Source: an optimization exercise on an open RTL-to-GDS flow (aim: small area, a short achievable clock period and few clock cycles per item). Production flows keep margins and buffers that such runs may drop.
Function was checked by simulation only, so behaviour that the tests miss may differ from the original.
Power is estimated from default activity; no workload was simulated.

<file path="flow/config.mk">
export PLATFORM = sky130hd
export DESIGN_NAME = data_memory_ctrl
export DESIGN_NICKNAME = data_memory_ctrl
export VERILOG_FILES = /design/flow/design.v
export SDC_FILE = /design/flow/constraint.sdc
export NUM_CORES = 4
export LEC_CHECK = 0
export CAP_MARGIN = 20
export CORE_MARGIN = 2
export CORE_UTILIZATION = 40
export SLEW_MARGIN = 20
</file>
<file path="flow/constraint.sdc">
create_clock -name core_clock -period 5.5 [get_ports {clk}]
set_input_delay 1.1000 -clock core_clock [delete_from_list [all_inputs] [get_ports {clk}]]
set_output_delay 1.1000 -clock core_clock [all_outputs]
set_load 0.01 [all_outputs]
</file>
<file path="flow/design.v">
module data_memory_ctrl #(
  parameter int unsigned DEPTH     = 64,
  parameter logic [31:0] BASE_ADDR = 32'h0000_0000,
  parameter int unsigned LATENCY   = 1
) (
  input  logic        clk,
  input  logic        rst,
  input  logic        req_valid,
  output logic        req_ready,
  input  logic        req_we,
  input  logic [2:0]  req_funct3,
  input  logic [31:0] req_addr,
  input  logic [31:0] req_wdata,
  output logic        rsp_valid,
  output logic [31:0] rsp_rdata,
  output logic        rsp_err
);
  localparam int unsigned IDX_W = (DEPTH > 1) ? $clog2(DEPTH) : 1;
  localparam int unsigned CNT_W = 4;
  localparam logic [CNT_W-1:0] CNT_INIT = (LATENCY == 0) ? '0 : CNT_W'(LATENCY - 1);
  typedef enum logic [1:0] {
    S_IDLE,
    S_WAIT,
    S_RESP
  } state_t;
  state_t             state_q;
  logic [CNT_W-1:0]   cnt_q;
  logic               we_q;
  logic [2:0]         f3_q;
  logic [31:0]        addr_q;
  logic [31:0]        wdata_q;
  logic               req_ready_q;
  logic               rsp_valid_q;
  logic               rsp_err_q;
  logic [31:0]        rsp_rdata_q;
  logic [31:0]        mem_q [DEPTH];
  logic               accept;
  logic               enter_resp;
  logic               eff_we;
  logic [2:0]         eff_f3;
  logic [31:0]        eff_addr;
  logic [31:0]        eff_wdata;
  logic [32:0]        diff;
  logic [IDX_W-1:0]   idx;
  logic [3:0]         be;
  logic [31:0]        wlanes;
  logic               misalign;
  logic               illegal;
  logic               out_of_range;
  logic               fault;
  logic [31:0]        word;
  logic [31:0]        shifted;
  logic [31:0]        load_val;
  assign req_ready = req_ready_q;
  assign rsp_valid = rsp_valid_q;
  assign rsp_rdata = rsp_rdata_q;
  assign rsp_err   = rsp_err_q;
  always_comb begin
    accept     = (state_q == S_IDLE) && req_valid;
    enter_resp = (accept && (LATENCY == 0)) || ((state_q == S_WAIT) && (cnt_q == '0));
    if (state_q == S_IDLE) begin
      eff_we    = req_we;
      eff_f3    = req_funct3;
      eff_addr  = req_addr;
      eff_wdata = req_wdata;
    end else begin
      eff_we    = we_q;
      eff_f3    = f3_q;
      eff_addr  = addr_q;
      eff_wdata = wdata_q;
    end
  end
  always_comb begin
    diff     = {1'b0, eff_addr} - {1'b0, BASE_ADDR};
    idx      = diff[IDX_W+1:2];
    be       = 4'b0000;
    wlanes   = eff_wdata;
    misalign = 1'b0;
    illegal  = 1'b0;
    case (eff_f3)
      3'b000, 3'b100: begin
        be      = 4'b0001 << diff[1:0];
        wlanes  = {4{eff_wdata[7:0]}};
        illegal = eff_we && eff_f3[2];
      end
      3'b001, 3'b101: begin
        be       = diff[1] ? 4'b1100 : 4'b0011;
        wlanes   = {2{eff_wdata[15:0]}};
        misalign = diff[0];
        illegal  = eff_we && eff_f3[2];
      end
      3'b010: begin
        be       = 4'b1111;
        misalign = |diff[1:0];
      end
      default: illegal = 1'b1;
    endcase
    out_of_range = diff[32] || (diff[31:2] >= 30'(DEPTH));
    fault        = illegal || misalign || out_of_range;
    word    = mem_q[idx];
    shifted = word >> {diff[1:0], 3'b000};
    case (eff_f3)
      3'b000:  load_val = {{24{shifted[7]}}, shifted[7:0]};
      3'b100:  load_val = {24'h000000, shifted[7:0]};
      3'b001:  load_val = {{16{shifted[15]}}, shifted[15:0]};
      3'b101:  load_val = {16'h0000, shifted[15:0]};
      default: load_val = word;
    endcase
  end
  always_ff @(posedge clk) begin
    if (!rst && enter_resp && eff_we && !fault) begin
      for (int i = 0; i < 4; i++) begin
        if (be[i]) begin
          mem_q[idx][8*i +: 8] <= wlanes[8*i +: 8];
        end
      end
    end
  end
  always_ff @(posedge clk) begin
    if (rst) begin
      state_q     <= S_IDLE;
      cnt_q       <= '0;
      we_q        <= 1'b0;
      f3_q        <= 3'b000;
      addr_q      <= '0;
      wdata_q     <= '0;
      req_ready_q <= 1'b1;
      rsp_valid_q <= 1'b0;
      rsp_err_q   <= 1'b0;
      rsp_rdata_q <= '0;
    end else begin
      case (state_q)
        S_IDLE: begin
          if (req_valid) begin
            we_q        <= req_we;
            f3_q        <= req_funct3;
            addr_q      <= req_addr;
            wdata_q     <= req_wdata;
            req_ready_q <= 1'b0;
            if (LATENCY == 0) begin
              state_q <= S_RESP;
            end else begin
              state_q <= S_WAIT;
              cnt_q   <= CNT_INIT;
            end
          end
        end
        S_WAIT: begin
          if (cnt_q == '0) begin
            state_q <= S_RESP;
          end else begin
            cnt_q <= cnt_q - CNT_W'(1);
          end
        end
        S_RESP: begin
          state_q     <= S_IDLE;
          req_ready_q <= 1'b1;
        end
        default: begin
          state_q     <= S_IDLE;
          req_ready_q <= 1'b1;
        end
      endcase
      rsp_valid_q <= enter_resp;
      rsp_err_q   <= enter_resp && fault;
      rsp_rdata_q <= (enter_resp && !fault && !eff_we) ? load_val : 32'h0000_0000;
    end
  end
endmodule
</file>
<file path="flow/run.sh">
#!/bin/bash
# synth_recipe.tcl (not shown) runs the flow's synth.tcl, then flattens the netlist and writes it again
# the make line also repeats each setting of config.mk as NAME=value (left out here)
make -C /OpenROAD-flow-scripts/flow DESIGN_CONFIG=/design/flow/config.mk WORK_HOME=/design/flow/orfs CLKGATE_MAP_FILE= SYNTH_SCRIPT=/design/flow/synth_recipe.tcl finish
</file>
==> flow_summary_export.csv, run 1 <==
group,metric,value,unit
place,hpwl,172,mm
global_routing,grt_usage,24.8,%
detailed_routing,final_antenna_net_count,0,
yosys,synth-edff-count,2048,
yosys,synth_area,84200,sq um
final_layout,area_growth,18.4,%
sta,setup_tns,0,ns
die,die-area,214000,sq um
yosys,syn_inst,5729,
clock_network,ctsHoldBuffers,0,
sta,timing.final.ws_setup,0.261,ns
final_layout,fillerInstances,18100,
final_layout,multi_input_area,18900,sq um
clock_network,clockBufferDepth,3,
yosys,syn_avg_cell_area,14.7,sq um
worst_setup_path,crit_chain,"o21a_1, nor2_4, buf_4, buf_12, nand2_1, a32o_1, a221oi_1, o2111ai_1, o22a_2, a31oi_4, nor2_2, a221oi_1",
worst_setup_path,arrival,5.97,ns
run,drv_cap,0,
detailed_routing,totalWireLength,272,mm
worst_setup_path,cp_slowest_cell,"a221oi_1",
sta,slew_viol_final,0,
yosys,synth_common_cells,"edfxtp_1 (2048), nand2_1 (603), o22ai_1 (542), nor3_1 (348), nor2_1 (195)",
yosys,synth_xor_area_share,0.0208,%
detailed_routing,dr_total_vias,56300,
sta,fin_crit,5.24,ns
yosys,synth.most_common_cell,"edfxtp_1",
power,powerDensity,372,nW/um^2
global_routing,grt_max_degree,140,
yosys,yosysTopAreaCell,"edfxtp_1",
clock_network,postCtsSetupBuffers,0,
global_routing,global_route.overflow_total,0,
worst_setup_path,critPathKind,"flop to flop",
global_routing,first_global_vias,53800,
detailed_routing,first_iter_violations,7713,
worst_setup_path,r2r_slack,0.26,ns
hold_path,hp-class,"input pin to flop",
sta,worst-slew-pin-transition,1.20,ns
final_layout,finalNetCount,6302,
worst_setup_path,startpoint_type,"flop",
die,die_w,463,um
yosys,synth_flop_cell,"edfxtp_1",
yosys,synth_seq_cells,2157,
detailed_routing,firstDrtPassIters,6,
yosys,synth_area_leaders,"edfxtp_1 (73%), o22ai_1 (4.0%), nand2_1 (2.7%)",
global_routing,antenna_found_initial,15,
clock_network,cts-buffers-inserted,209,
detailed_routing,avgRoutedWirePerCell,29.5,um
clock_network,cts_root_buf,"clkbuf_16",
sta,fin_skew,0.0846,ns
sta,final.period_utilization,95.3,%
die,num_rows,168,
clock_network,cts_tree,"done",
detailed_routing,drc_errors,0,
power,power.leakage,32.0,nW
clock_network,cts.clk_slew.worst_paths,0.07,ns
place,pre_cts_ws,-0.182,ns
yosys,ys_warn_count,1,
final_layout,drive_above_1_share,16.2,%
worst_setup_path,path_common_cell,"a221oi_1",
worst_setup_path,slowest_delay,0.76,ns
sta,setup-violations-final,0,
place,numPortBuffers,105,
yosys,synth_compound_area_share,11.5,%
die,start_util,40.2,%
sta,hold_violations,0,
die,core,209000,sq um
die,io_pins,106,
die,die_h,463,um
sta,fmax,191,MHz
clock_network,cts.repair.resized,0,
yosys,synth_top_area_share,73.1,%
worst_setup_path,crit_required,6.23,ns
final_layout,ff_latch_area,63700,sq um
sta,timing.hold.ws,0.436,ns
detailed_routing,via_per_inst,6.11,
sta,maxSlewHeadroom,19.9,%
sta,rsz0062_at_grt,"false",
worst_setup_path,end_kind,"flop",
yosys,synthArstFlopShare,0,%
power,ir_worst_vdd,0.386,mV
yosys,synth_top_family_by_area,"compound AO/OA/AOI/OAI gates",
outcome,outcome,"complete, no violations",
final_layout,final_util,47.6,%
yosys,synth_mux_area_share,1.98,%
clock_network,numClockSinks,2157,
global_routing,grt_pass1_wl,391,mm
worst_setup_path,timing.critical_path.fanout_max,40,
place,place_congestion,0.914,
yosys,ys_seq_area_share,75.7,%
yosys,synth_fa_ha_area_share,0.0297,%
clock_network,insertion_delay,0.89,ns
clock_network,h-tree-depth,4,
yosys,synth-simple-area-share,8.26,%
yosys,synth_cell_types,87,
yosys,syn_nets,5802,
==> critical path: cells and delay by family (launching register included) <==
| family | cells | cell delay, ns |
|---|---|---|
| compound gates | 7 | 3.09 |
| buf+inv | 2 | 0.73 |
| flops | 1 | 0.50 |
| simple gates | 3 | 0.69 |
==> power breakdown <==
part	internal (W)	switching [W]
Combinational	0.00112	0.00306
Clock	0.00812	0.00629
Sequential	0.0185	0.0000271
==> placed cells by master, fill, tap and decap left out, types with 11 or more instances in the layout <==
| cell | instances |
|---|---|
| a2111oi_0 | 12 |
| a211oi_1 | 42 |
| a21oi_1 | 155 |
| a21oi_2 | 11 |
| a222oi_1 | 12 |
| a31oi_1 | 69 |
| a32o_1 | 16 |
| a32oi_1 | 30 |
| a41o_1 | 14 |
| and3_1 | 34 |
| buf_12 | 62 |
| buf_4 | 577 |
| bufinv_16 | 19 |
| clkbuf_1 | 60 |
| clkbuf_16 | 211 |
| clkdlybuf4s50_1 | 103 |
| clkinv_1 | 43 |
| clkinv_2 | 25 |
| dfxtp_1 | 108 |
| edfxtp_1 | 2048 |
| mux2i_1 | 161 |
| nand2_1 | 584 |
| nand2_2 | 11 |
| nand2b_1 | 73 |
| nand3_1 | 137 |
| nand4_1 | 20 |
| nor2_1 | 190 |
| nor3_1 | 346 |
| nor4_1 | 47 |
| o211ai_1 | 145 |
| o21ai_0 | 100 |
| o21ai_4 | 16 |
| o221ai_1 | 101 |
| o22a_1 | 31 |
| o22ai_1 | 542 |
| o31ai_1 | 17 |
==> state kept, by name, indices dropped and copies added (netlist names) <==
signal       flops
addr_q          32
cnt_q            4
f3_q             3
mem_q         2048
req_ready_q      1
rsp_err_q        1
rsp_rdata_q     32
rsp_valid_q      1
state_q          2
wdata_q         32
we_q             1
==> cell families after synthesis <==
family | after synthesis
buffers and inverters | 463
DFF | 2157
AOI/OAI and AO/OA | 1424
adders and majority gates | 2
xor gates and xnor gates | 2
muxes | 166
and+or+nand+nor | 1515
==> layer usage <==
layer	up-vias	part of all wire (%)	global-route usage [%]
met2	3362	45	38.1
met3	447	11	5.02
met5	-	0.021	0
li1	23900	-	-
met1	28600	41	35.3
met4	8	3.3	8.20
==> final timing paths <==
check                      startpoint                    endpoint  cells after the start
max reg2reg   state_q[1]$_SDFFE_PP0P_  rsp_rdata_q[10]$_SDFF_PP0_                     12
min reg2reg  wdata_q[28]$_SDFFE_PP0P_    wdata_q[28]$_SDFFE_PP0P_                      2
min                               rst     state_q[1]$_SDFFE_PP0P_                      2
max           state_q[1]$_SDFFE_PP0P_  rsp_rdata_q[10]$_SDFF_PP0_                     12
==> layout make-up <==
type,count,area share [%]
Sequential cell,2157,63.9
Multi-Input combinational cell,3109,19.0
Timing Repair Buffer,746,6.67
Clock buffer,281,5.65
Tap cell,2805,3.52
Clock inverter,108,1.22
Inverter,6,0.0226
Antenna cell,3,0.00753
==> through the flow <==
stage | area [sq um] | instances | power (W)
6_report | 99700 | 9215 | 0.0371
5_1_grt | 99600 | 9213 | 0.0381
4_1_cts | 99600 | 9211 | 0.0372
3_5_place_dp | 92800 | 8822 | 0.0230
3_3_place_gp | 92800 | 8821 | 0.0229
2_1_floorplan | 84200 | 5729 | 0.0209
Testbench counts, summed over its fixed seeds: cycles 36,000, items 12,000.
==> inputs of run 2 (changes only) <==
==> flow/design.v (replaced) <==
module data_memory_ctrl (
  input  logic        clk,
  input  logic        rst,
  input  logic        req_valid,
  output logic        req_ready,
  input  logic        req_we,
  input  logic [2:0]  req_funct3,
  input  logic [31:0] req_addr,
  input  logic [31:0] req_wdata,
  output logic        rsp_valid,
  output logic [31:0] rsp_rdata,
  output logic        rsp_err
);
  logic        illegal, misalign, out_of_range, fault;
  logic [3:0]  be;
  logic [31:0] wlanes;
  always_comb begin
    be       = 4'b0000;
    wlanes   = req_wdata;
    misalign = 1'b0;
    illegal  = 1'b0;
    case (req_funct3)
      3'b000, 3'b100: begin
        be      = 4'b0001 << req_addr[1:0];
        wlanes  = {4{req_wdata[7:0]}};
        illegal = req_we && req_funct3[2];
      end
      3'b001, 3'b101: begin
        be       = req_addr[1] ? 4'b1100 : 4'b0011;
        wlanes   = {2{req_wdata[15:0]}};
        misalign = req_addr[0];
        illegal  = req_we && req_funct3[2];
      end
      3'b010: begin
        be       = 4'b1111;
        misalign = |req_addr[1:0];
      end
      default: illegal = 1'b1;
    endcase
    out_of_range = |req_addr[31:8];
    fault        = illegal || misalign || out_of_range;
  end
  logic        ready_q;
  logic        v1_q;        
  logic        err1_q;      
  logic        ld1_q;       
  logic [3:0]  wbe1_q;      
  logic [5:0]  idx1_q;
  logic [1:0]  off1_q;
  logic [2:0]  f31_q;
  logic [31:0] wd1_q;
  wire accept = req_valid && ready_q;
  always_ff @(posedge clk) begin
    if (rst) begin
      ready_q <= 1'b0;
      v1_q    <= 1'b0;
      err1_q  <= 1'b0;
      ld1_q   <= 1'b0;
      wbe1_q  <= 4'b0000;
    end else begin
      ready_q <= 1'b1;
      v1_q    <= accept;
      err1_q  <= accept && fault;
      ld1_q   <= accept && !fault && !req_we;
      wbe1_q  <= (accept && !fault && req_we) ? be : 4'b0000;
    end
  end
  always_ff @(posedge clk) begin
    idx1_q <= req_addr[7:2];
    off1_q <= req_addr[1:0];
    f31_q  <= req_funct3;
    wd1_q  <= wlanes;
  end
  assign req_ready = ready_q;
  logic [31:0] mem_q [64];
  always_ff @(posedge clk) begin
    for (int w = 0; w < 64; w++) begin
      for (int b = 0; b < 4; b++) begin
        if (wbe1_q[b] && idx1_q == 6'(w)) mem_q[w][8*b +: 8] <= wd1_q[8*b +: 8];
      end
    end
  end
  logic [31:0] word, shifted, load_val;
  always_comb begin
    word    = mem_q[idx1_q];
    shifted = word >> {off1_q, 3'b000};
    case (f31_q)
      3'b000:  load_val = {{24{shifted[7]}}, shifted[7:0]};
      3'b100:  load_val = {24'h000000, shifted[7:0]};
      3'b001:  load_val = {{16{shifted[15]}}, shifted[15:0]};
      3'b101:  load_val = {16'h0000, shifted[15:0]};
      default: load_val = word;
    endcase
  end
  logic        rsp_valid_q, rsp_err_q;
  logic [31:0] rsp_rdata_q;
  always_ff @(posedge clk) begin
    if (rst) begin
      rsp_valid_q <= 1'b0;
      rsp_err_q   <= 1'b0;
      rsp_rdata_q <= '0;
    end else begin
      rsp_valid_q <= v1_q;
      rsp_err_q   <= err1_q;
      rsp_rdata_q <= ld1_q ? load_val : 32'h0;
    end
  end
  assign rsp_valid = rsp_valid_q;
  assign rsp_rdata = rsp_rdata_q;
  assign rsp_err   = rsp_err_q;
endmodule
==> run 2 against run 1 <==
Against the previous run: synthesized cell count down 8.4%; critical path depth down 3; still clean on timing, DRC and antenna; final cell count down 11%; highest routed layer unchanged.
==> flow_summary_export.csv, run 2 <==
group,metric,value,unit
outcome,outcome,"complete, no violations",
yosys,synth_area,81500,sq um
worst_setup_path,crit_required,6.20,ns
yosys,ys_seq_area_share,77.5,%
hold_path,hp-start,"err1_q$_SDFF_PP0_",
worst_setup_path,worstReg2RegStart,"idx1_q[2]$_DFF_P_",
clock_network,cts_root_buf,"clkbuf_16",
yosys,synth_common_cells,"edfxtp_1 (2048), nand3_1 (820), a22oi_1 (486), and3_1 (353), nand4_1 (292)",
hold_path,hp-class,"flop to flop",
power,powerDensity,363,nW/um^2
yosys,synth_flop_cell,"edfxtp_1",
yosys,synth_seq_cells,2133,
detailed_routing,totalWireLength,327,mm
yosys,synth.most_common_cell,"edfxtp_1",
power,power.leakage,30.5,nW
die,io_pins,106,
clock_network,clockBufferDepth,3,
sta,worst-slew-pin-transition,1.25,ns
sta,fmax,209,MHz
worst_setup_path,arrival,5.48,ns
yosys,synth-edff-count,2048,
final_layout,final_common_cell,"edfxtp_1",
clock_network,numClockSinks,2133,
sta,fin_crit,4.78,ns
yosys,yosysTopAreaCell,"edfxtp_1",
yosys,synth_area_leaders,"edfxtp_1 (75%), nand3_1 (5.0%), a22oi_1 (4.5%)",
die,die_w,455,um
final_layout,area_growth,14.1,%
clock_network,h-tree-depth,4,
place,numPortBuffers,105,
place,hpwl,203,mm
worst_setup_path,end_kind,"flop",
global_routing,global_route.overflow_total,0,
yosys,ys_warn_count,2,
worst_setup_path,critPathLaunch,"idx1_q[2]$_DFF_P_",
yosys,synth_cell_types,77,
yosys,syn_inst,5248,
global_routing,grt_usage,30.7,%
die,num_rows,165,
final_layout,largest_reg_flops,2048,
sta,setup-violations-final,0,
final_layout,regMostFlops,"mem_q",
clock_network,cts.repair.resized,0,
clock_network,cts_tree,"done",
global_routing,grt_max_degree,118,
clock_network,insertion_delay,0.89,ns
worst_setup_path,startpoint_type,"flop",
die,die-area,207000,sq um
final_layout,mostFrequentLayoutCells,"edfxtp_1 (2048), nand3_1 (820), a22oi_1 (486), and3_1 (353), nand4_1 (292)",
final_layout,drive_above_1_share,12.5,%
sta,slew_viol_final,0,
global_routing,grt_pass1_wl,440,mm
detailed_routing,via_per_inst,6.76,
worst_setup_path,timing.critical_path.fanout_max,32,
place,place_congestion,0.946,
final_layout,finalNetCount,5417,
clock_network,cts-buffers-inserted,213,
sta,rsz0062_at_grt,"false",
yosys,syn_nets,5319,
power,ir_worst_vdd,0.303,mV
sta,final.period_utilization,87.0,%
detailed_routing,final_antenna_net_count,0,
yosys,syn_avg_cell_area,15.5,sq um
die,die_h,455,um
final_layout,top_regs,"mem_q: 2048 flops, rsp_rdata_q: 32 flops, wd1_q: 32 flops",
detailed_routing,avgRoutedWirePerCell,39.9,um
die,core,202000,sq um
detailed_routing,dr_total_vias,55400,
clock_network,cts.clk_slew.worst_paths,0.06,ns
detailed_routing,drc_errors,0,
clock_network,postCtsSetupBuffers,0,
yosys,synthArstFlopShare,0,%
global_routing,first_global_vias,51400,
run,drv_cap,0,
power,finalPower,0.0337,W
global_routing,antenna_found_initial,18,
clock_network,ctsHoldBuffers,0,
worst_setup_path,critPathKind,"flop to flop",
die,start_util,40.3,%
sta,setup_tns,0,ns
sta,fin_skew,0.0544,ns
sta,maxSlewHeadroom,16.7,%
yosys,synth_top_area_share,75.4,%
detailed_routing,first_iter_violations,11600,
detailed_routing,firstDrtPassIters,8,
sta,hold_violations,0,
==> run 2: cell types whose count changed in the layout (fill, tap and decap cells not counted), sizes merged, moves of 119 or more <==
cell | previous run | this run
nand3 | 137 | 820
mux2i | 162 | 25
nor2 | 197 | 75
a22oi | 10 | 486
and3 | 34 | 353
nor3 | 349 | 43
nand2 | 604 | 125
buf | 643 | 210
a21oi | 174 | 24
nand4 | 20 | 292
o22ai | 542 | 0
o211ai | 145 | 26
==> run 2: layer usage <==
layer / share of wire, % / vias to the layer above / GRT usage [%]
li1: - / 21400 / -
met1: 35 / 27900 / 40.6
met2: 43 / 5162 / 44.5
met3: 15 / 941 / 9.77
met4: 6.9 / 18 / 17.3
met5: 0.034 / - / 0
==> run 2: worst max-delay path: stages, from the launching register on <==
cell	delay, ns
dfxtp_2	0.80
buf_4	0.34
nand2b_1	0.50
or4b_2	0.24
nand4_1	0.09
or4_1	0.49
nor4_2	0.91
o32ai_1	0.30
o21ai_2	0.67
o211ai_1	0.20
==> run 2: final timing paths <==
kind	to	slack, ns	cells after the start
max	rsp_rdata_q[18]$_SDFF_PP0_	0.72	9
min	rsp_err_q$_SDFF_PP0_	0.44	1
max reg2reg	rsp_rdata_q[18]$_SDFF_PP0_	0.72	9
min reg2reg	rsp_err_q$_SDFF_PP0_	0.44	1
==> run 2: power by group <==
group	leakage, nW	switching [W]	internal (W)
clock network	3.31	0.00648	0.00787
registers	19.1	0.0000985	0.0179
logic	8.07	0.00107	0.000291
total	30.5	0.00765	0.0261
==> run 2: layout make-up <==
type                       instances  area (sq um)
fill                           17500        109000
sequential                      2133         63300
multi-input combinational       2676         16800
clock buffer                     259          5560
tap                             2672          3340
timing repair buffer             316          2870
clock inverter                   131          1190
inverter                           6          22.5
antenna                            5          12.5
==> run 2: metrics by stage <==
step | hold slack, ns | area [sq um] | setup WS [ns] | utilization, % | std cells
6_report | 0.439 | 93000 | 0.716 | 46.0 | 8198
5_1_grt | 0.460 | 93000 | 0.706 | 46.0 | 8193
4_1_cts | 0.443 | 93000 | 0.800 | 46.0 | 8192
3_5_place_dp | 0.429 | 86300 | 0.871 | 42.6 | 7802
3_3_place_gp | 0.422 | 86200 | 0.981 | 42.6 | 7801
2_1_floorplan | 0.414 | 81500 | 2.56 | - | 5248
==> run 2: cells by family after synthesis <==
kind of cell	count (synthesis)	synth area share, %
compound gates	689	6.33
buf+inv	439	2.26
flops	2133	77.5
mux	49	0.652
simple gates	1938	13.2
Testbench counts of run 2, summed over its fixed seeds: cycles 12,016, items 12,000.
==> inputs of run 3 (changes only) <==
--- a/flow/design.v
+++ b/flow/design.v
@@ -45,7 +45,7 @@
   logic        err1_q;      
   logic        ld1_q;       
   logic [3:0]  wbe1_q;      
-  logic [5:0]  idx1_q;
+  logic [63:0] sel1_q;      
   logic [1:0]  off1_q;
   logic [2:0]  f31_q;
   logic [31:0] wd1_q;
@@ -66,23 +66,50 @@
     end
   end
   always_ff @(posedge clk) begin
-    idx1_q <= req_addr[7:2];
+    sel1_q <= 64'b1 << req_addr[7:2];
     off1_q <= req_addr[1:0];
     f31_q  <= req_funct3;
     wd1_q  <= wlanes;
   end
   assign req_ready = ready_q;
   logic [31:0] mem_q [64];
+  logic [63:0] wsel_n;
+  logic [3:0]  wbe_n;
+  logic [3:0]  we_lane [64];
+  assign wsel_n = ~sel1_q;
+  assign wbe_n  = ~wbe1_q;
+  for (genvar w = 0; w < 64; w++) begin : g_we
+    for (genvar b = 0; b < 4; b++) begin : g_lane
+      dm_nor2 u_we (.a(wsel_n[w]), .b(wbe_n[b]), .y(we_lane[w][b]));
+    end
+  end
   always_ff @(posedge clk) begin
     for (int w = 0; w < 64; w++) begin
       for (int b = 0; b < 4; b++) begin
-        if (wbe1_q[b] && idx1_q == 6'(w)) mem_q[w][8*b +: 8] <= wd1_q[8*b +: 8];
+        if (we_lane[w][b]) mem_q[w][8*b +: 8] <= wd1_q[8*b +: 8];
       end
     end
   end
   logic [31:0] word, shifted, load_val;
+  wire  [63:0] sel1 = sel1_q;
+  for (genvar b = 0; b < 32; b++) begin : g_rd
+    logic [21:0] grp_n;
+    for (genvar g = 0; g < 20; g++) begin : g_ao3
+      dm_aoi222 u_ao (
+        .d ({mem_q[3*g+2][b], mem_q[3*g+1][b], mem_q[3*g][b]}),
+        .s (sel1[3*g+2 -: 3]),
+        .yn(grp_n[g])
+      );
+    end
+    dm_aoi222 u_ao20 (
+      .d ({mem_q[62][b], mem_q[61][b], mem_q[60][b]}),
+      .s (sel1[62:60]),
+      .yn(grp_n[20])
+    );
+    dm_nand2 u_nd63 (.a(mem_q[63][b]), .b(sel1[63]), .y(grp_n[21]));
+    assign word[b] = ~&grp_n;
+  end
   always_comb begin
-    word    = mem_q[idx1_q];
     shifted = word >> {off1_q, 3'b000};
     case (f31_q)
       3'b000:  load_val = {{24{shifted[7]}}, shifted[7:0]};
@@ -109,3 +136,24 @@
   assign rsp_rdata = rsp_rdata_q;
   assign rsp_err   = rsp_err_q;
 endmodule
+module dm_aoi222 (
+  input  logic [2:0] d,
+  input  logic [2:0] s,
+  output logic       yn
+);
+  assign yn = ~|(d & s);
+endmodule
+module dm_nand2 (
+  input  logic a,
+  input  logic b,
+  output logic y
+);
+  assign y = ~(a & b);
+endmodule
+module dm_nor2 (
+  input  logic a,
+  input  logic b,
+  output logic y
+);
+  assign y = ~(a | b);
+endmodule
--- a/flow/config.mk
+++ b/flow/config.mk
@@ -5,7 +5,11 @@
 export SDC_FILE = /design/flow/constraint.sdc
 export NUM_CORES = 4
 export LEC_CHECK = 0
+export ABC_CLOCK_PERIOD_IN_PS = 2500
 export CAP_MARGIN = 20
 export CORE_MARGIN = 2
-export CORE_UTILIZATION = 40
+export CORE_UTILIZATION = 70
+export CTS_CLUSTER_SIZE = 30
+export SETUP_SLACK_MARGIN = 3.0
 export SLEW_MARGIN = 20
+export SYNTH_HIERARCHICAL = 1
==> run 3 against run 2 <==
Against the previous run: still clean; synthesized area down 7.2%; clock skew down 0.019 ns; utilization up 36 points; sequential power up 2%; non-clock buffer count down 8; synthesized cell count down 28%; largest power group unchanged.
==> flow_summary_export.csv, run 3 <==
group,metric,value,unit
outcome,outcome,"complete, no violations",
sta,timing.hold.ws,0.472,ns
detailed_routing,drc_errors,0,
global_routing,antenna_found_initial,15,
power,power.leakage,27.4,nW
yosys,synth_cell_types,41,
yosys,synth_area,75700,sq um
final_layout,mostFrequentLayoutCells,"edfxtp_1 (2048), a222oi_1 (677), nor2_1 (297), clkbuf_16 (205), nand4_1 (162)",
final_layout,regMostFlops,"mem_q",
global_routing,grt_pass1_wl,313,mm
final_layout,instances_no_fill,5822,
die,die-area,111000,sq um
yosys,synthArstFlopShare,0,%
detailed_routing,dr_wl_met2,105,mm
power,powerDensity,379,nW/um^2
yosys,syn_inst,3764,
sta,slew_viol_final,0,
yosys,synth_area_leaders,"edfxtp_1 (81%), a222oi_1 (9.0%), dfxtp_1 (3.8%)",
yosys,synth-edff-count,2048,
detailed_routing,avgRoutedWirePerCell,38.4,um
clock_network,numClockSinks,2191,
final_layout,largest_reg_flops,2048,
sta,rsz0062_at_grt,"true",
detailed_routing,dr_total_vias,44900,
sta,hold_violations,0,
clock_network,cts-buffers-inserted,196,
die,start_util,70.6,%
clock_network,cts.clk_slew.worst_paths,0.06,ns
yosys,synth_flop_cell,"edfxtp_1",
sta,setup_tns,0,ns
final_layout,drive_above_1_share,16.4,%
worst_setup_path,critPathKind,"flop to flop",
final_layout,finalNetCount,4317,
detailed_routing,first_iter_violations,10900,
sta,fin_crit,3.35,ns
place,place_congestion,0.988,
clock_network,h-tree-depth,4,
detailed_routing,top_layer,"met5",
hold_path,hp-class,"flop to flop",
sta,worst-slew-pin-transition,1.31,ns
place,numPortBuffers,105,
place,hpwl,141,mm
die,core,107000,sq um
yosys,synth_top_area_share,81.3,%
sta,final.period_utilization,60.9,%
detailed_routing,wl_met1,68.7,mm
clock_network,cts_root_buf,"clkbuf_16",
final_layout,fillerInstances,5107,
yosys,synth_common_cells,"edfxtp_1 (2048), a222oi_1 (677), nor2_1 (317), nand4_1 (162), dfxtp_1 (143)",
yosys,syn_avg_cell_area,20.1,sq um
clock_network,clockBufferDepth,3,
die,die_h,333,um
clock_network,cts_tree,"done",
worst_setup_path,end_kind,"flop",
sta,setup-violations-final,0,
detailed_routing,via_per_inst,7.71,
global_routing,first_global_vias,43600,
sta,fin_skew,0.0357,ns
global_routing,grt_max_degree,65,
final_layout,top_regs,"mem_q: 2048 flops, sel1_q: 64 flops",
global_routing,global_route.overflow_total,0,
yosys,ys_warn_count,10,
final_layout,final_area,87500,sq um
global_routing,grt_usage,40.5,%
place,place_area,79300,sq um
yosys,synth.most_common_cell,"edfxtp_1",
sta,fmax,299,MHz
worst_setup_path,startpoint_type,"flop",
power,ir_worst_vdd,0.303,mV
die,num_rows,120,
detailed_routing,routed-wl-met3,32.7,mm
worst_setup_path,timing.critical_path.fanout_max,26,
final_layout,area_growth,15.6,%
yosys,yosysTopAreaCell,"edfxtp_1",
sta,maxSlewHeadroom,12.4,%
clock_network,insertion_delay,0.81,ns
detailed_routing,firstDrtPassIters,14,
power,finalPower,0.0331,W
worst_setup_path,arrival,3.98,ns
die,die_w,333,um
clock_network,ctsHoldBuffers,0,
place,dp.cells,5363,
worst_setup_path,crit_required,6.13,ns
run,drv_cap,0,
yosys,syn_nets,3835,
detailed_routing,totalWireLength,224,mm
detailed_routing,final_antenna_net_count,0,
yosys,ys_seq_area_share,85.0,%
final_layout,final_common_cell,"edfxtp_1",
yosys,synth_seq_cells,2191,
die,io_pins,106,
run 3: changes by cell type after synthesis, moves of 58 or more:
cell / change
nand3_1: -812
a222oi_1: +677
a22oi_1: -478
and3_1: -346
nor2_1: +243
clkbuf_1: -230
nand4_1: -130
buf_2: -123
inv_1: +73
dfxtp_1: +58
run 3: cell families (layout without fill, tap and decap cells):
group / after synthesis / in the layout / share of synthesized area, %
AOI/OAI and AO/OA: 755 / 756 / 9.61
buffers and inverters: 104 / 755 / 0.521
DFF: 2191 / 2191 / 85.0
muxes: 31 / 31 / 0.445
other: 0 / 3 / 0
and+or+nand+nor: 683 / 683 / 4.38
run 3: area by class of cell:
| cell class | count | area, sq um | share of cell area [%] |
|---|---|---|---|
| Sequential cell | 2191 | 64600 | 73.9 |
| Multi-Input combinational cell | 1470 | 11500 | 13.2 |
| Clock buffer | 280 | 5570 | 6.37 |
| Timing Repair Buffer | 308 | 2870 | 3.28 |
| Tap cell | 1403 | 1760 | 2.01 |
| Clock inverter | 88 | 811 | 0.927 |
| Inverter | 79 | 298 | 0.340 |
| Antenna cell | 3 | 7.51 | 0.00858 |
run 3: layer usage:
layer	global-route usage [%]	up-vias
met1	51.8	22200
met5	0	-
met3	10.3	726
met2	63.0	4115
li1	-	17900
met4	25.7	16
run 3: critical path: stages (launching register included):
cell,delay (ns)
dfxtp_1,0.42
buf_6,0.26
a222oi_1,0.27
nand4_1,0.47
nor4_4,0.65
nand4_1,0.18
buf_6,0.18
mux2_4,0.28
a222oi_1,0.37
o21bai_1,0.10
run 3: path summary, 6_finish.rpt:
check                        startpoint                         end  slack, ns  cells after the start
hold / removal        err1_q$_SDFF_PP0_        rsp_err_q$_SDFF_PP0_       0.47                      1
setup reg to reg  sel1_q[10]$_SDFF_PP0_  rsp_rdata_q[11]$_SDFF_PP0_       2.15                      9
hold reg to reg       err1_q$_SDFF_PP0_        rsp_err_q$_SDFF_PP0_       0.47                      1
setup / recovery  sel1_q[10]$_SDFF_PP0_  rsp_rdata_q[11]$_SDFF_PP0_       2.15                      9
run 3: through the flow:
stage / setup slack (ns) / utilization (%)
after detailed placement: 1.39 / 74.0
final: 2.15 / 81.6
after global routing: 2.17 / 81.6
after CTS: 2.30 / 81.1
after global placement: 1.49 / 74.0
after floorplan: 2.80 / -
run 3: report_power, final:
group / internal, W / total (W) / switching [W]
combinational: 0.000304 / 0.00122 / 0.000917
sequential: 0.0183 / 0.0184 / 0.0000414
clock: 0.00777 / 0.0135 / 0.00576
total: 0.0264 / 0.0331 / 0.00672
run 3: repair_timing:
action,4_1_cts,5_1_grt
pin swaps,79,71
endpoints found under the setup margin,384,122
gates resized for setup,382,74
cloned,5,1
setup buffers,53,29
run 3: Yosys stat by module (local to each module, per instance):
module | times used | cells inside | flops+latches
dm_nand2 | 32 | 1 | 0
dm_aoi222 | 672 | 1 | 0
dm_nor2 | 256 | 1 | 0
data_memory_ctrl | 1 | 2804 | 2191
Testbench counts of run 3, summed over its fixed seeds: cycles 12,016, items 12,000.
==> inputs of run 4 (changes only) <==
--- a/flow/design.v
+++ b/flow/design.v
@@ -54,18 +54,16 @@
     if (rst) begin
       ready_q <= 1'b0;
       v1_q    <= 1'b0;
-      err1_q  <= 1'b0;
-      ld1_q   <= 1'b0;
       wbe1_q  <= 4'b0000;
     end else begin
       ready_q <= 1'b1;
       v1_q    <= accept;
-      err1_q  <= accept && fault;
-      ld1_q   <= accept && !fault && !req_we;
       wbe1_q  <= (accept && !fault && req_we) ? be : 4'b0000;
     end
   end
   always_ff @(posedge clk) begin
+    err1_q <= fault;
+    ld1_q  <= !fault && !req_we;
     sel1_q <= 64'b1 << req_addr[7:2];
     off1_q <= req_addr[1:0];
     f31_q  <= req_funct3;
@@ -90,47 +88,54 @@
       end
     end
   end
-  logic [31:0] word, shifted, load_val;
-  wire  [63:0] sel1 = sel1_q;
+  logic [31:0] word;
   for (genvar b = 0; b < 32; b++) begin : g_rd
     logic [21:0] grp_n;
-    for (genvar g = 0; g < 20; g++) begin : g_ao3
+    for (genvar g = 0; g < 21; g++) begin : g_ao3
       dm_aoi222 u_ao (
         .d ({mem_q[3*g+2][b], mem_q[3*g+1][b], mem_q[3*g][b]}),
-        .s (sel1[3*g+2 -: 3]),
+        .s (sel1_q[3*g+2 -: 3]),
         .yn(grp_n[g])
       );
     end
-    dm_aoi222 u_ao20 (
-      .d ({mem_q[62][b], mem_q[61][b], mem_q[60][b]}),
-      .s (sel1[62:60]),
-      .yn(grp_n[20])
-    );
-    dm_nand2 u_nd63 (.a(mem_q[63][b]), .b(sel1[63]), .y(grp_n[21]));
+    dm_nand2 u_nd63 (.a(mem_q[63][b]), .b(sel1_q[63]), .y(grp_n[21]));
     assign word[b] = ~&grp_n;
   end
+  logic        v2_q, err2_q, ld2_q;
+  logic [1:0]  off2_q;
+  logic [2:0]  f32_q;
+  logic [31:0] word2_q;
+  always_ff @(posedge clk) begin
+    if (rst) v2_q <= 1'b0;
+    else     v2_q <= v1_q;
+  end
+  always_ff @(posedge clk) begin
+    err2_q  <= err1_q;
+    ld2_q   <= ld1_q;
+    off2_q  <= off1_q;
+    f32_q   <= f31_q;
+    word2_q <= word;
+  end
+  logic [31:0] shifted, load_val;
   always_comb begin
-    shifted = word >> {off1_q, 3'b000};
-    case (f31_q)
+    shifted = word2_q >> {off2_q, 3'b000};
+    case (f32_q)
       3'b000:  load_val = {{24{shifted[7]}}, shifted[7:0]};
       3'b100:  load_val = {24'h000000, shifted[7:0]};
       3'b001:  load_val = {{16{shifted[15]}}, shifted[15:0]};
       3'b101:  load_val = {16'h0000, shifted[15:0]};
-      default: load_val = word;
+      default: load_val = word2_q;
     endcase
   end
   logic        rsp_valid_q, rsp_err_q;
   logic [31:0] rsp_rdata_q;
   always_ff @(posedge clk) begin
-    if (rst) begin
-      rsp_valid_q <= 1'b0;
-      rsp_err_q   <= 1'b0;
-      rsp_rdata_q <= '0;
-    end else begin
-      rsp_valid_q <= v1_q;
-      rsp_err_q   <= err1_q;
-      rsp_rdata_q <= ld1_q ? load_val : 32'h0;
-    end
+    if (rst) rsp_valid_q <= 1'b0;
+    else     rsp_valid_q <= v2_q;
+  end
+  always_ff @(posedge clk) begin
+    rsp_err_q   <= err2_q;
+    rsp_rdata_q <= ld2_q ? load_val : 32'h0;
   end
   assign rsp_valid = rsp_valid_q;
   assign rsp_rdata = rsp_rdata_q;
==> run 4 against run 3 <==
Against the previous run: clock skew decreased by 0.0070 ns; combinational power down 11%; still clean on timing, DRC and antenna; count of clock-buffer cells in the layout decreased by 11; setup slack gained 0.61 ns; largest power group unchanged; final cell count is 0.15% lower.
==> flow_summary_export.csv, run 4 <==
group,metric,value,unit
run,drv_cap,0,
place,dp.cells,5410,
sta,maxSlewHeadroom,24.1,%
detailed_routing,first_iter_violations,10000,
yosys,synth_top_area_share,80.4,%
outcome,outcome,"complete, no violations",
yosys,syn_avg_cell_area,20.1,sq um
die,core,109000,sq um
detailed_routing,totalWireLength,211,mm
yosys,synth_area,76500,sq um
die,die-area,112000,sq um
yosys,synth_flop_cell,"edfxtp_1",
detailed_routing,drc_errors,0,
yosys,synth_area_leaders,"edfxtp_1 (80%), a222oi_1 (8.8%), dfxtp_1 (4.8%)",
final_layout,final_common_cell,"edfxtp_1",
yosys,synth_common_cells,"edfxtp_1 (2048), a222oi_1 (672), nor2_1 (333), dfxtp_1 (183), nand4_1 (161)",
global_routing,met2_usage,58.5,%
yosys,synth-simple-area-share,4.45,%
worst_setup_path,startpoint_type,"flop",
final_layout,final_util,80.1,%
clock_network,cts_root_buf,"clkbuf_16",
final_layout,finalNetCount,4295,
sta,worst-slew-pin-transition,1.13,ns
power,finalPower,0.0331,W
die,die_h,335,um
global_routing,first_global_vias,42400,
yosys,synth.most_common_cell,"edfxtp_1",
final_layout,final_area,86900,sq um
worst_setup_path,timing.critical_path.fanout_max,8,
die,num_rows,121,
clock_network,h-tree-depth,4,
global_routing,grt.met1_usage,51.6,%
final_layout,regMostFlops,"mem_q",
sta,setup-violations-final,0,
worst_setup_path,critPathKind,"flop to flop",
sta,fmax,365,MHz
yosys,synth_compound_area_share,9.38,%
global_routing,grt-busiest-layer,"met2",
yosys,ys_seq_area_share,85.2,%
clock_network,cts-buffers-inserted,200,
sta,fin_crit,2.74,ns
yosys,syn_inst,3800,
sta,final.period_utilization,49.8,%
place,place_area,80100,sq um
die,io_pins,106,
clock_network,clockBufferDepth,3,
detailed_routing,final_antenna_net_count,0,
detailed_routing,via_per_inst,7.55,
worst_setup_path,arrival,3.38,ns
die,die_w,335,um
die,start_util,70.4,%
hold_path,hp-class,"flop to flop",
sta,setup_tns,0,ns
final_layout,mostFrequentLayoutCells,"edfxtp_1 (2048), a222oi_1 (672), nor2_1 (332), clkbuf_16 (211), nand4_1 (161)",
final_layout,largest_reg_flops,2048,
yosys,syn_nets,3871,
power,power.leakage,26.9,nW
global_routing,antenna_found_initial,11,
yosys,yosysTopAreaCell,"edfxtp_1",
global_routing,grt_usage,37.6,%
global_routing,grt_max_degree,65,
power,powerDensity,381,nW/um^2
power,ir_worst_vdd,0.358,mV
yosys,synth_mux_area_share,0.471,%
detailed_routing,avgRoutedWirePerCell,36.3,um
final_layout,top_regs,"mem_q: 2048 flops, sel1_q: 64 flops",
worst_setup_path,end_kind,"flop",
global_routing,grt_use_met3,9.06,%
place,hpwl,128,mm
sta,rsz0062_at_grt,"true",
final_layout,instances_no_fill,5813,
place,place_congestion,0.939,
detailed_routing,dr_total_vias,43900,
yosys,synth-edff-count,2048,
yosys,synth_xor_area_share,0,%
clock_network,cts.clk_slew.worst_paths,0.07,ns
yosys,ys_warn_count,10,
global_routing,global_route.overflow_total,0,
sta,fin_skew,0.0287,ns
yosys,synth_top_family_by_area,"compound AO/OA/AOI/OAI gates",
sta,slew_viol_final,0,
yosys,synth_cell_types,40,
clock_network,cts_tree,"done",
place,numPortBuffers,105,
detailed_routing,firstDrtPassIters,14,
yosys,synth_fa_ha_area_share,0,%
yosys,synthArstFlopShare,0,%
clock_network,numClockSinks,2231,
worst_setup_path,crit_required,6.14,ns
clock_network,insertion_delay,0.81,ns
final_layout,area_growth,13.7,%
global_routing,grt_pass1_wl,295,mm
final_layout,drive_above_1_share,11.7,%
yosys,synth_seq_cells,2231,
sta,hold_violations,0,
## run 4: per-stage QoR
stage,hold WS [ns],setup WS (ns)
global placement,0.311,2.33
floorplan,0.310,3.42
finish,0.331,2.76
detailed placement,0.319,2.29
global route,0.345,2.78
CTS,0.332,2.79
## run 4: worst paths after layout
| path | from | end | slack, ns | cells after the start |
|---|---|---|---|---|
| worst min register to register | err2_q$_DFF_P_ | rsp_err_q$_DFF_P_ | 0.33 | 0 |
| worst max register to register | sel1_q[30]$_SDFF_PP0_ | word2_q[10]$_DFF_P_ | 2.76 | 6 |
| worst max-delay path | sel1_q[30]$_SDFF_PP0_ | word2_q[10]$_DFF_P_ | 2.76 | 6 |
| worst min-delay path | err2_q$_DFF_P_ | rsp_err_q$_DFF_P_ | 0.33 | 0 |
## run 4: layer usage
| layer | routed length [um] | vias to the layer above |
|---|---|---|
| li1 | - | 17800 |
| met1 | 72200 | 22000 |
| met2 | 98900 | 3590 |
| met3 | 29600 | 507 |
| met4 | 10500 | 14 |
| met5 | 95 | - |
## run 4: modules after synthesis, one instance, submodules excluded
module | cells | times used
dm_nand2 | 1 | 32
dm_nor2 | 1 | 256
data_memory_ctrl | 2840 | 1
dm_aoi222 | 1 | 672
## run 4: power by group
| group | total (W) | internal (W) | switching [W] |
|---|---|---|---|
| sequential | 0.0188 | 0.0187 | 0.0000884 |
| clock | 0.0132 | 0.00740 | 0.00582 |
| combinational | 0.00109 | 0.000240 | 0.000853 |
| total | 0.0331 | 0.0263 | 0.00676 |
## run 4: logic make-up after synthesis
logic type             count (synthesis)
buffers and inverters                 94
muxes                                 34
DFF                                 2231
AOI/OAI and AO/OA                    754
and+or+nand+nor                      687
## run 4: final cells by class
type / count / area [sq um]
Clock buffer: 269 / 5520
Antenna cell: 4 / 10.0
Inverter: 71 / 267
Clock inverter: 104 / 707
Tap cell: 1414 / 1770
Fill cell: 5439 / 21600
Sequential cell: 2231 / 65200
Timing Repair Buffer: 245 / 2340
Multi-Input combinational cell: 1475 / 11100
## run 4: timing repair
item	4_1_cts	5_1_grt
hold buffers	0	0
pin swaps	12	13
buffers inserted	10	9
endpoints found under the setup margin	80	14
resized for setup	103	26
gates cloned	3	4
## run 4: worst max-delay path: stages (launching register included)
cell	delay [ns]
dfxtp_4	0.35
buf_12	0.13
a222oi_1	0.51
nand4_1	0.67
nor4_4	0.52
buf_4	0.22
nand4_1	0.16
Testbench counts of run 4, summed over its fixed seeds: cycles 12,024, items 12,000.
==> inputs of run 5 (changes only) <==
--- a/flow/config.mk
+++ b/flow/config.mk
@@ -9,7 +9,8 @@
 export CAP_MARGIN = 20
 export CORE_MARGIN = 2
 export CORE_UTILIZATION = 70
-export CTS_CLUSTER_SIZE = 30
+export CTS_CLUSTER_DIAMETER = 120
+export CTS_CLUSTER_SIZE = 25
 export SETUP_SLACK_MARGIN = 3.0
 export SLEW_MARGIN = 20
 export SYNTH_HIERARCHICAL = 1
==> run 5 against run 4 <==
Against the previous run: still clean; total power decreased by 15%; non-clock buffer count shrank 1; design area is 3.9% lower; critical path depth is the same; global-route usage shrank 0.65 points; clock skew rose by 0.015 ns; combinational power about the same; wire length shrank 1.8%; setup slack improved by 0.0021 ns; critical path type unchanged.
==> flow_summary_export.csv, run 5 <==
group,metric,value,unit
sta,fin_crit,2.74,ns
sta,worst-slew-pin-transition,1.15,ns
sta,final.period_utilization,49.8,%
final_layout,top_regs,"mem_q: 2048 flops, sel1_q: 64 flops",
run,drv_cap,0,
die,start_util,70.4,%
sta,setup_tns,0,ns
power,finalPower,0.0282,W
clock_network,cts.clk_slew.worst_paths,0.10,ns
sta,hold_violations,0,
die,die-area,112000,sq um
clock_network,cts-buffers-inserted,99,
final_layout,finalNetCount,4193,
final_layout,fillerInstances,5832,
worst_setup_path,critPathKind,"flop to flop",
detailed_routing,firstDrtPassIters,13,
sta,setup-violations-final,0,
yosys,synth_flop_cell,"edfxtp_1",
worst_setup_path,end_kind,"flop",
sta,slew_viol_final,0,
place,place_congestion,0.939,
sta,rsz0062_at_grt,"true",
yosys,ys_seq_area_share,85.2,%
global_routing,grt_max_degree,65,
yosys,synth_area,76500,sq um
die,io_pins,106,
final_layout,mostFrequentLayoutCells,"edfxtp_1 (2048), a222oi_1 (672), nor2_1 (333), nand4_1 (161), dfxtp_1 (140)",
yosys,syn_avg_cell_area,20.1,sq um
place,pre_cts_ws,2.29,ns
yosys,synth_common_cells,"edfxtp_1 (2048), a222oi_1 (672), nor2_1 (333), dfxtp_1 (183), nand4_1 (161)",
place,hpwl,128,mm
die,die_w,335,um
yosys,syn_nets,3871,
yosys,synth_top_area_share,80.4,%
worst_setup_path,startpoint_type,"flop",
final_layout,ff_latch_area,65200,sq um
global_routing,grt_usage,36.9,%
final_layout,final_area,83500,sq um
place,place_area,80100,sq um
clock_network,numClockSinks,2231,
global_routing,global_route.overflow_total,0,
final_layout,drive_above_1_share,8.07,%
final_layout,largest_reg_flops,2048,
sta,fin_skew,0.0439,ns
final_layout,final_util,76.9,%
yosys,synth.most_common_cell,"edfxtp_1",
detailed_routing,totalWireLength,208,mm
yosys,synth_seq_cells,2231,
yosys,yosysTopAreaCell,"edfxtp_1",
detailed_routing,first_iter_violations,9862,
power,ir_worst_vdd,0.305,mV
hold_path,hp-class,"flop to flop",
final_layout,multi_input_area,11100,sq um
yosys,synthArstFlopShare,0,%
outcome,outcome,"complete, no violations",
detailed_routing,final_antenna_net_count,0,
clock_network,clockBufferDepth,3,
die,core,109000,sq um
final_layout,area_growth,9.23,%
place,numPortBuffers,105,
final_layout,regMostFlops,"mem_q",
clock_network,h-tree-depth,3,
yosys,synth-edff-count,2048,
global_routing,first_global_vias,41000,
global_routing,grt_pass1_wl,290,mm
die,num_rows,121,
die,die_h,335,um
power,power.leakage,25.3,nW
worst_setup_path,arrival,3.30,ns
detailed_routing,avgRoutedWirePerCell,37.0,um
sta,fmax,365,MHz
global_routing,antenna_found_initial,9,
worst_setup_path,timing.critical_path.fanout_max,12,
yosys,syn_inst,3800,
detailed_routing,dr_total_vias,43100,
yosys,ys_warn_count,10,
clock_network,insertion_delay,0.74,ns
sta,maxSlewHeadroom,23.3,%
clock_network,cts_root_buf,"clkbuf_16",
detailed_routing,via_per_inst,7.68,
worst_setup_path,crit_required,6.06,ns
clock_network,cts_tree,"done",
clock_network,ctsHoldBuffers,0,
sta,timing.final.ws_setup,2.76,ns
detailed_routing,drc_errors,0,
power,powerDensity,338,nW/um^2
yosys,synth_area_leaders,"edfxtp_1 (80%), a222oi_1 (8.8%), dfxtp_1 (4.8%)",
yosys,synth_cell_types,40,
final_layout,final_common_cell,"edfxtp_1",
==> run 5: cell count changes in the layout (fill, tap and decap cells not counted), moves of 4 or more <==
cell / change
clkbuf_16: -104
clkinv_1: -50
clkinv_2: -33
dlygate4sd2_1: +28
clkdlybuf4s15_1: -22
clkbuf_8: -11
clkbuf_1: +10
inv_6: -9
bufinv_16: -8
buf_4: -4
==> run 5: cell families (layout without fill, tap and decap cells) <==
| family | after synthesis | count (layout) | share of synthesized area [%] |
|---|---|---|---|
| AOI/OAI and AO/OA | 754 | 754 | 9.38 |
| buffers and inverters | 94 | 481 | 0.488 |
| DFF | 2231 | 2231 | 85.2 |
| muxes | 34 | 34 | 0.471 |
| other | 0 | 2 | 0 |
| and+or+nand+nor | 687 | 687 | 4.45 |
==> run 5: final timing paths <==
check / from / to / slack [ns] / cells after the start
worst min-delay path: f31_q[1]$_DFF_P_ / f32_q[1]$_DFF_P_ / 0.32 / 0
worst min register to register: f31_q[1]$_DFF_P_ / f32_q[1]$_DFF_P_ / 0.32 / 0
worst max-delay path: sel1_q[30]$_SDFF_PP0_ / word2_q[10]$_DFF_P_ / 2.76 / 6
worst max register to register: sel1_q[30]$_SDFF_PP0_ / word2_q[10]$_DFF_P_ / 2.76 / 6
==> run 5: routing by layer <==
layer  track usage, %  wire, um  up-vias
met1             52.0     71200    21700
met4             14.1      9470       10
li1                 -         -    17400
met3             7.37     28400      424
met5                0        63        -
met2             58.5     98400     3510
==> run 5: critical path, cell delays in order (launching register included) <==
cell	delay, ns
dfxtp_4	0.36
buf_12	0.15
a222oi_1	0.53
nand4_1	0.68
nor4_4	0.44
buf_4	0.21
nand4_1	0.16
==> run 5: repair_timing <==
| action | in CTS | in global routing |
|---|---|---|
| cloned | 3 | 2 |
| setup endpoints to repair | 79 | 17 |
| setup buffers | 10 | 10 |
| resized for setup | 68 | 29 |
| pin swaps | 13 | 24 |
==> run 5: where the power goes <==
group | switching [W] | internal [W] | leakage [nW] | total, W
clock | 0.00479 | 0.00357 | 1.37 | 0.00836
combinational | 0.000852 | 0.000242 | 4.02 | 0.00109
sequential | 0.0000888 | 0.0187 | 19.9 | 0.0187
==> run 5: cell type report <==
| class | count | share of cell area, % |
|---|---|---|
| clock buffer | 165 | 3.42 |
| sequential | 2231 | 78.1 |
| antenna | 2 | 0.00599 |
| multi-input combinational | 1475 | 13.3 |
| clock inverter | 1 | 0.0240 |
| timing repair buffer | 244 | 2.75 |
| inverter | 71 | 0.319 |
| tap | 1414 | 2.12 |
==> run 5: per-module statistics from Yosys (local to each module, per instance) <==
module	cells	flops+latches
data_memory_ctrl	2840	2231
dm_aoi222	1	0
dm_nand2	1	0
dm_nor2	1	0
==> run 5: through the flow <==
step / cells / hold slack (ns)
global route: 5601 / 0.348
CTS: 5589 / 0.333
global placement: 5410 / 0.311
floorplan: 3800 / 0.310
finish: 5603 / 0.322
detailed placement: 5410 / 0.319
==> inputs of run 6 (changes only) <==
--- a/flow/design.v
+++ b/flow/design.v
@@ -99,7 +99,17 @@
       );
     end
     dm_nand2 u_nd63 (.a(mem_q[63][b]), .b(sel1_q[63]), .y(grp_n[21]));
-    assign word[b] = ~&grp_n;
+    logic [7:0] l1;
+    logic [2:0] l2_n;
+    for (genvar k = 0; k < 6; k++) begin : g_l1
+      dm_nand3 u_n3 (.a(grp_n[3*k]), .b(grp_n[3*k+1]), .c(grp_n[3*k+2]), .y(l1[k]));
+    end
+    dm_nand2 u_n2a (.a(grp_n[18]), .b(grp_n[19]), .y(l1[6]));
+    dm_nand2 u_n2b (.a(grp_n[20]), .b(grp_n[21]), .y(l1[7]));
+    dm_nor3  u_r0 (.a(l1[0]), .b(l1[1]), .c(l1[2]), .y(l2_n[0]));
+    dm_nor3  u_r1 (.a(l1[3]), .b(l1[4]), .c(l1[5]), .y(l2_n[1]));
+    dm_nor2  u_r2 (.a(l1[6]), .b(l1[7]), .y(l2_n[2]));
+    dm_nand3 u_w  (.a(l2_n[0]), .b(l2_n[1]), .c(l2_n[2]), .y(word[b]));
   end
   logic        v2_q, err2_q, ld2_q;
   logic [1:0]  off2_q;
@@ -162,3 +172,19 @@
 );
   assign y = ~(a | b);
 endmodule
+module dm_nand3 (
+  input  logic a,
+  input  logic b,
+  input  logic c,
+  output logic y
+);
+  assign y = ~(a & b & c);
+endmodule
+module dm_nor3 (
+  input  logic a,
+  input  logic b,
+  input  logic c,
+  output logic y
+);
+  assign y = ~(a | b | c);
+endmodule
==> run 6 against run 5 <==
Against the previous run: largest cell class unchanged; clock power hardly changed; wire length fell by 1.7%; sequential share of layout area is 0.058 points lower; clock skew fell by 0.010 ns; register-to-register slack improved by 0.30 ns.
==> flow_summary_export.csv, run 6 <==
group,metric,value,unit
worst_setup_path,critPathTopFamily,"flip-flops",
sta,hold_violations,0,
detailed_routing,avgRoutedWirePerCell,35.3,um
worst_setup_path,cp_slowest_cell,"dfxtp_1",
detailed_routing,drc_errors,0,
final_layout,fillerInstances,6210,
place,numPortBuffers,105,
yosys,synth_common_cells,"edfxtp_1 (2048), a222oi_1 (672), nor2_1 (353), nand3_1 (232), dfxtp_1 (183)",
global_routing,first_global_vias,39900,
worst_setup_path,slowest_delay,0.38,ns
die,die_h,336,um
final_layout,largest_reg_flops,2048,
die,start_util,70.7,%
worst_setup_path,cp.depth,1,
hold_path,hp-class,"flop to flop",
global_routing,met2_usage,54.4,%
yosys,synth_top_area_share,79.7,%
global_routing,grt-busiest-layer,"met2",
final_layout,final_common_cell,"edfxtp_1",
outcome,outcome,"complete, no violations",
worst_setup_path,reg2reg_depth,5,
yosys,synth_area_leaders,"edfxtp_1 (80%), a222oi_1 (8.7%), dfxtp_1 (4.7%)",
clock_network,cts.repair.resized,42,
worst_setup_path,r2r_slack,3.06,ns
sta,rsz0062_at_grt,"false",
worst_setup_path,end_kind,"primary output",
power,power.leakage,26.1,nW
place,place_area,80700,sq um
yosys,syn_nets,4036,
die,die_w,336,um
yosys,synth_cell_types,38,
yosys,synthArstFlopShare,0,%
power,finalPower,0.0282,W
final_layout,mostFrequentLayoutCells,"edfxtp_1 (2048), a222oi_1 (672), nor2_1 (353), nand3_1 (232), dfxtp_1 (148)",
sta,setup_tns,0,ns
sta,final.period_utilization,45.2,%
die,io_pins,106,
clock_network,ctsHoldBuffers,0,
place,pre_cts_ws,2.62,ns
global_routing,grt_use_met3,7.32,%
clock_network,postCtsSetupBuffers,0,
worst_setup_path,worstReg2RegStart,"sel1_q[14]$_SDFF_PP0_",
yosys,synth_area,77100,sq um
place,hpwl,125,mm
die,core,109000,sq um
sta,slew_viol_final,0,
final_layout,drive_above_1_share,7.90,%
worst_setup_path,timing.critical_path.fanout_max,1,
worst_setup_path,critPathLaunch,"rsp_rdata_q[19]$_SDFF_PN0_",
clock_network,h-tree-depth,3,
worst_setup_path,startpoint_type,"flop",
power,ir_worst_vdd,0.312,mV
detailed_routing,first_iter_violations,9790,
clock_network,cts.clk_slew.worst_paths,0.10,ns
detailed_routing,dr_total_vias,43100,
sta,fmax,402,MHz
clock_network,clockBufferDepth,3,
place,dp.cells,5623,
sta,maxSlewHeadroom,34.3,%
detailed_routing,via_per_inst,7.46,
final_layout,final_area,83600,sq um
yosys,syn_avg_cell_area,19.5,sq um
worst_setup_path,critical_path_buf_inv_count,1,
final_layout,instances_no_fill,5784,
yosys,synth-edff-count,2048,
yosys,ys_seq_area_share,84.5,%
worst_setup_path,worstSetupEndpoint,"rsp_rdata[19]",
detailed_routing,final_antenna_net_count,0,
final_layout,regMostFlops,"mem_q",
sta,setup-violations-final,0,
sta,timing.final.ws_setup,3.01,ns
final_layout,finalNetCount,4319,
global_routing,antenna_found_initial,10,
run,drv_cap,0,
clock_network,insertion_delay,0.73,ns
global_routing,grt_usage,36.0,%
detailed_routing,firstDrtPassIters,14,
yosys,syn_inst,3965,
global_routing,grt_max_degree,65,
worst_setup_path,regToRegEndpoint,"word2_q[17]$_DFF_P_",
worst_setup_path,arrival,1.39,ns
worst_setup_path,critPathKind,"flop to primary output",
yosys,ys_warn_count,10,
clock_network,numClockSinks,2231,
yosys,synth.most_common_cell,"edfxtp_1",
sta,fin_crit,2.49,ns
sta,worst-slew-pin-transition,0.985,ns
yosys,synth_seq_cells,2231,
yosys,synth_flop_cell,"edfxtp_1",
clock_network,cts_root_buf,"clkbuf_16",
global_routing,grt.met1_usage,54.2,%
yosys,yosysTopAreaCell,"edfxtp_1",
place,place_congestion,0.935,
global_routing,global_route.overflow_total,0,
final_layout,area_growth,8.31,%
global_routing,grt_pass1_wl,284,mm
clock_network,cts-buffers-inserted,99,
detailed_routing,totalWireLength,204,mm
final_layout,top_regs,"mem_q: 2048 flops, sel1_q: 64 flops",
die,die-area,113000,sq um
sta,fin_skew,0.0336,ns
die,num_rows,121,
power,powerDensity,337,nW/um^2
worst_setup_path,crit_required,4.40,ns
clock_network,cts_tree,"done",
worst_setup_path,crit_chain,"dlygate4sd2_1",
==> run 6: changes by cell type after synthesis, moves of 3 or more <==
cell      change
nand3_1     +222
nand2_1      +60
nand2b_1      +7
nand4_1     -160
nor3_1       +12
nor3_2       +64
nor4_1       -31
or2_1         +3
and4_1       -32
nor2_1       +20
==> run 6: worst min path at each step <==
stage	slack, ns	to	start	depth (start not counted)
final	0.38	f32_q[2]$_DFF_P_	f31_q[2]$_DFF_P_	0
after global routing	0.39	rsp_err_q$_DFF_P_	err2_q$_DFF_P_	0
after CTS	0.38	f32_q[2]$_DFF_P_	f31_q[2]$_DFF_P_	0
after detailed placement	0.36	rsp_err_q$_DFF_P_	err2_q$_DFF_P_	0
after global placement	0.36	rsp_err_q$_DFF_P_	err2_q$_DFF_P_	0
after floorplan	0.31	err2_q$_DFF_P_	err1_q$_DFF_P_	0
==> run 6: kinds of logic (layout without fill, tap and decap cells) <==
kind of cell,after synthesis,in the layout,share of synthesized area [%]
AO/OA/AOI/OAI,754,754,9.29
buffers and inverters,96,435,0.490
flip-flops,2231,2231,84.5
multiplexers,34,34,0.467
other,0,4,0
AND/OR/NAND/NOR,850,850,5.29
==> run 6: final cells by class <==
type                    count  area, sq um  area share, %
flip-flops and latches   2231        65200           78.0
multi-input cells        1638        11600           13.9
clock buffers             156         2820           3.37
well taps                1476         1850           2.21
repair buffers            207         1780           2.13
inverters                  71          267          0.319
clock inverters             1         20.0         0.0240
diodes                      4         10.0         0.0120
==> run 6: Yosys stat by module, one instance, submodules excluded <==
| module | copies in the design | flops+latches | cells inside |
|---|---|---|---|
| dm_nand2 | 96 | 0 | 1 |
| data_memory_ctrl | 1 | 2231 | 2621 |
| dm_nor3 | 64 | 0 | 1 |
| dm_nor2 | 288 | 0 | 1 |
| dm_nand3 | 224 | 0 | 1 |
| dm_aoi222 | 672 | 0 | 1 |
==> run 6: where the power goes <==
part	internal [W]	total, W	switching (W)
logic	0.000215	0.00106	0.000840
clock network	0.00355	0.00838	0.00483
registers	0.0187	0.0187	0.0000770
==> run 6: metrics by stage <==
| step | util, % | hold WS [ns] |
|---|---|---|
| after global placement | 74.0 | 0.365 |
| after CTS | 76.5 | 0.381 |
| after global routing | 76.5 | 0.386 |
| after detailed placement | 74.0 | 0.358 |
| final | 76.6 | 0.380 |
| after floorplan | - | 0.310 |
==> run 6: metal layers <==
metal	wire, um	up-vias	part of all wire, %
met4	7200	10	3.5
met1	73200	21800	36
met5	59	-	0.029
li1	-	17700	-
met3	30000	299	15
met2	93700	3357	46
Testbench counts of run 6, summed over its fixed seeds: cycles 12,024, items 12,000.

==> re-timing with driven ports <==
How much do the figures lean on ideal ports? The routed layouts below were timed once more, with nothing changed but the port constraints. Step 1 sets driving cells, clkbuf_16 on the clock port and buf_2 on the other inputs (assumed; they add their load-dependent delay and slew). Step 2 moves the port delays by t, midway between the first and last clock arrival at a register: inputs arrive t later, outputs are due t later. That takes back most of the time a late clock gives input paths. a / b / c = ideal / step 1 / step 2; a / b = the first two.
run | t, ns | slack for setup (ns) | worst hold slack (ns) | latest minus earliest clock arrival (ns)
run 1 | 0.932 | 0.261 / 0.261 / -0.348 | 0.436 / 0.386 / 0.454 | 0.086 / 0.085
run 2 | 0.955 | 0.716 / 0.716 / 0.716 | 0.439 / 0.439 / 0.439 | 0.060 / 0.060
run 3 | 0.869 | 2.151 / 2.151 / 1.735 | 0.472 / 0.472 / 0.472 | 0.036 / 0.037
run 4 | 0.865 | 2.761 / 2.761 / 2.447 | 0.331 / 0.331 / 0.331 | 0.031 / 0.031
run 5 | 0.800 | 2.763 / 2.763 / 2.444 | 0.322 / 0.322 / 0.322 | 0.048 / 0.047
run 6 | 0.790 | 3.014 / 2.935 / 2.422 | 0.380 / 0.380 / 0.380 | 0.039 / 0.039
Met with ideal ports but missed after step 2: setup timing in run 1. The setup slack of run 1, which loses most, moves by 0.000 ns with the drivers and by -0.609 ns with both steps.
